Background: an optimization exercise with open tools, aiming at small area, a short achievable clock period and few clock cycles per item. Do not read the settings as production practice. Only simulation tests tie the RTL to the original design; equivalence was not proved.

Setup of build 33:
Design sha256_stream_hasher_top, start of the top module:
module sha256_stream_hasher_top (
	input  logic       clk,
	input  logic       arst_n,
	input  logic       s_axis_tvalid,
	output logic       s_axis_tready,
	input  logic [7:0] s_axis_tdata,
	input  logic       s_axis_tuser,
	output logic       m_axis_tvalid,
	input  logic       m_axis_tready,
	output logic [7:0] m_axis_tdata,
	output logic       m_axis_tlast,
	input  logic       cfg_we,
	input  logic [5:0] cfg_wdata
);
	typedef logic [31:0] word_t;
	logic [5:0] dlen_q;
	always_ff @(posedge clk or negedge arst_n) begin
		if (!arst_n)
			dlen_q <= 6'd32;
		else if (cfg_we)
			dlen_q <= cfg_wdata;
	end
	logic       rdy_q;
	logic       v1_q, f1_q;
	logic [7:0] d1_q;
	logic       acc;
	assign s_axis_tready = rdy_q;
	assign acc = s_axis_tvalid && rdy_q;
	always_ff @(posedge clk or negedge arst_n) begin
		if (!arst_n)
			v1_q <= 1'b0;
		else
			v1_q <= acc;
	end
	always_ff @(posedge clk) begin
		f1_q <= s_axis_tuser;
		d1_q <= s_axis_tdata;
	end
	localparam logic [1:0] M_DATA = 2'd0, M_PAD = 2'd1, M_LEN = 2'd2;
	logic [511:0] blk_q;           
	logic [6:0]   fc_q, fc_base, fc_d;
	logic [1:0]   md_q, md_d;
	logic         nb_q;            
	logic         bfirst_q, blast_q;
	logic [54:0]  hi_q;            
	logic [5:0]   lo_q;            
	logic         hinc_q;          
	logic         load;            
	logic         room, sh;
	logic [7:0]   sb;
	logic [63:0]  bitlen;
	logic         rdy_d;
	assign bitlen = {hi_q, lo_q, 3'b000};
  ...
Settings: LEC_CHECK=0, CAP_MARGIN=20, CORE_MARGIN=2, CORE_UTILIZATION=45, CTS_BUF_LIST=sky130_fd_sc_hd__clkbuf_8, CTS_CLUSTER_SIZE=30, PLACE_DENSITY=0.6, SLEW_MARGIN=20; clock period 12.0 ns.
standard.sh (not shown) runs the stock make flow with config.mk's settings and CLKGATE_MAP_FILE= SYNTH_SCRIPT=/design/flow/synth_recipe.tcl, a recipe that flattens the netlist after the stock synthesis.
==> flow/flow/run.sh <==
#!/bin/bash
set -o pipefail
cp standard.sh standard_sh_copy.log
export SETUP_SLACK_MARGIN=8
bash standard.sh > standard.log 2>&1
Testbench counts of build 33, summed over its fixed seeds: cycles 53,092, bytes 44,000.
Setup changes, build 33 to build 45
- putting CTS_CLUSTER_DIAMETER at 60 where nothing was set
- swapping sky130_fd_sc_hd__clkbuf_8 for sky130_fd_sc_hd__clkbuf_16 in CTS_BUF_LIST
==> flow/flow/run.sh <==
#!/bin/bash
set -o pipefail
cp standard.sh standard_sh_copy.log
export SETUP_SLACK_MARGIN=6
bash standard.sh > standard.log 2>&1
==> comparison <==
- From build 33 to build 45 the numbers moved as follows: post-detailed-routing wire length shows a reduction of 7.4%; signed area change from the synthesized netlist to the final layout shows a reduction of 8.4 points; cell count shows a reduction of about 5%.
- Build 45 finished every step from synthesis to the final layout, and the layout passed the timing, design-rule and antenna checks.
- Against build 33 as the reference, build 45 delivers a lower multi-input combinational cell area.
The inputs of build 47 differ from those of build 45 as listed below.
- a deleted CTS_CLUSTER_DIAMETER that had been 60
- a deleted CTS_CLUSTER_SIZE that had been 30
- a deleted CTS_BUF_LIST that had been sky130_fd_sc_hd__clkbuf_16
==> flow/flow/run.sh <==
#!/bin/bash
set -o pipefail
cp standard.sh standard_sh_copy.log
export SETUP_SLACK_MARGIN=8
bash standard.sh > standard.log 2>&1
[summary]
- Per the comparison of build 47 with build 45, number of clock buffer instances in the layout went up 93%, hold slack rose by 0.019 ns.
- The aggregate global-route resource usage in build 47 sits 1.6 points above the value recorded for build 45.
- Overall overflow remaining after global route came out exactly the same in build 45 and build 47.
- Looking at normalized max-slew margin, build 47 sits 2.4 points higher than build 45 does.
- Delta(time the worst path needs with I/O delays and setup, build 47 - build 45) < 0
- Diff build 45 -> build 47: share of final layout cell area taken by clock buffers and inverters has increased.
- Going from build 45 to build 47, the number of buffers other than clock buffers in the final layout was found to have gone up by 172.

========
v23:
Starting RTL as in the previous note.
==> flow/design.v (excerpt) <==
module sha256_stream_hasher_top (
	input  logic       clk,
	input  logic       arst_n,
	input  logic       s_axis_tvalid,
	output logic       s_axis_tready,
	input  logic [7:0] s_axis_tdata,
	input  logic       s_axis_tuser,
	output logic       m_axis_tvalid,
	input  logic       m_axis_tready,
	output logic [7:0] m_axis_tdata,
	output logic       m_axis_tlast,
	input  logic       cfg_we,
	input  logic [5:0] cfg_wdata
);
Settings: LEC_CHECK=0, CAP_MARGIN=20, CORE_MARGIN=2, CORE_UTILIZATION=45, CTS_BUF_LIST=sky130_fd_sc_hd__clkbuf_16, CTS_CLUSTER_DIAMETER=60, CTS_CLUSTER_SIZE=30, PLACE_DENSITY=0.6, SLEW_MARGIN=20; clock period 12.0 ns.
==> flow/flow/run.sh <==
#!/bin/bash
set -o pipefail
cp standard.sh standard_sh_copy.log
export SETUP_SLACK_MARGIN=7.5
bash standard.sh > standard.log 2>&1
v23 completed; timing, DRC and antenna clean
Testbench counts of v23, summed over its fixed seeds: cycles 53,092, bytes 44,000.
--- input diff v23..v40 ---
diff --git a/flow/flow/run.sh b/flow/flow/run.sh
--- a/flow/flow/run.sh
+++ b/flow/flow/run.sh
@@ -4 +4 @@
-export SETUP_SLACK_MARGIN=7.5
+export SETUP_SLACK_MARGIN=11
diff --git a/flow/config.mk b/flow/config.mk
--- a/flow/config.mk
+++ b/flow/config.mk
@@ -11,3 +10,0 @@
-export CTS_BUF_LIST = sky130_fd_sc_hd__clkbuf_16
-export CTS_CLUSTER_DIAMETER = 60
-export CTS_CLUSTER_SIZE = 30
Notes after the runs:
Maximum number of pins on one net before global-route repair shrinks by more than half when moving from v23 to v40.
Comparing design area for v40 and v23, the bigger number came from v40.
Relative to v23, maximum level of the CTS H-tree has increased by 1 in v40.
Diff v40 and v23: count of clock-buffer cells in the layout lower in v23
The run showing the smaller overall global routing resource usage is v23.
Via count (v40 over v23): increase, 20%
Comparing v40 and v23, worst path required time is lower on v23.
Changes observed in v40 relative to v23: worst setup slack increased by 69 ps relative to the old numbers; critical path data arrival time rose by 80 ps.
The inputs of v44 differ from those of v40 as listed below.
diff --git a/flow/flow/run.sh b/flow/flow/run.sh
--- a/flow/flow/run.sh
+++ b/flow/flow/run.sh
@@ -4 +4 @@
-export SETUP_SLACK_MARGIN=11
+export SETUP_SLACK_MARGIN=8
diff --git a/flow/config.mk b/flow/config.mk
--- a/flow/config.mk
+++ b/flow/config.mk
@@ -10,0 +11 @@
+export CTS_BUF_LIST = sky130_fd_sc_hd__clkbuf_4
- Of the two values seen for standard cell with the maximum stage delay on the critical path, sky130_fd_sc_hd__fa_1 was produced by v44 and sky130_fd_sc_hd__dfxtp_2 by v40.
- v44: all stages complete, timing, DRC and antenna checks passed
- The higher final worst hold slack came out of v40.
- [compare] base=v40 new=v44: met2 track demand over resource in global routing went down 9.6 points, maximum net fanout on the critical path went down 1, routed wire length went down 73 mm.
- multi-input gates as the largest contributor to cell area by class was reported by v40, and sequential cells by v44.
- Post-route non-filler standard cell count (higher): v40
- Area growth from synthesis to layout delta for v44 relative to v40: 30 points lower
The inputs of v7 differ from those of v44 as listed below.
diff --git a/flow/config.mk b/flow/config.mk
--- a/flow/config.mk
+++ b/flow/config.mk
@@ -10,3 +10,5 @@
-export CORE_UTILIZATION = 45
-export CTS_BUF_LIST = sky130_fd_sc_hd__clkbuf_4
-export PLACE_DENSITY = 0.6
+export CORE_UTILIZATION = 55
+export CTS_BUF_LIST = sky130_fd_sc_hd__clkbuf_16
+export CTS_CLUSTER_DIAMETER = 60
+export CTS_CLUSTER_SIZE = 30
+export PLACE_DENSITY = 0.7
Notes after the runs:
Post-layout minimum cycle time in v7 vs v44: up 8.6 ps
Compared with v44, v7 shows a lower area of all placed cells without fillers.
| wire length of the first global-routing pass | lower: v7 |
The worst setup path startpoint comes out w_q[452] in one run and w_q[456] in the other, namely in v44 and v7 respectively.
| total area of sequential cells | v7 vs v44 | ≈ equal |

[afterwards: timing with drivers on the ports]
The flow's constraints put no driver on any port. The routed layouts listed below were extracted and timed again, unchanged, in two steps. Step 1 sets driving cells, clkbuf_16 on the clock port and buf_2 on the other inputs (assumed; they add their load-dependent delay and slew). Step 2 also shifts input and output timing later by t, the mid clock arrival at the registers, as if the neighbouring blocks saw the same clock. a / b / c = no drivers / after step 1 / after step 2; a / b = the first two.
run | shift t [ns] | slack for setup (ns) | latest minus earliest clock arrival (ns)
build 33 | 1.086 | 7.185 / 7.185 / 7.185 | 0.112 / 0.112
build 45 | 0.865 | 6.457 / 6.457 / 6.457 | 0.057 / 0.057
build 47 | 0.915 | 7.168 / 7.168 / 7.168 | 0.035 / 0.035
v23 | 0.853 | 7.101 / 7.101 / 7.101 | 0.060 / 0.059
v40 | 0.933 | 7.169 / 7.169 / 7.169 | 0.065 / 0.065
v44 | 1.421 | 7.174 / 7.174 / 7.174 | 0.165 / 0.165
v7 | 0.848 | 7.166 / 7.166 / 7.166 | 0.047 / 0.046
After both steps setup and hold are still met in every run listed.
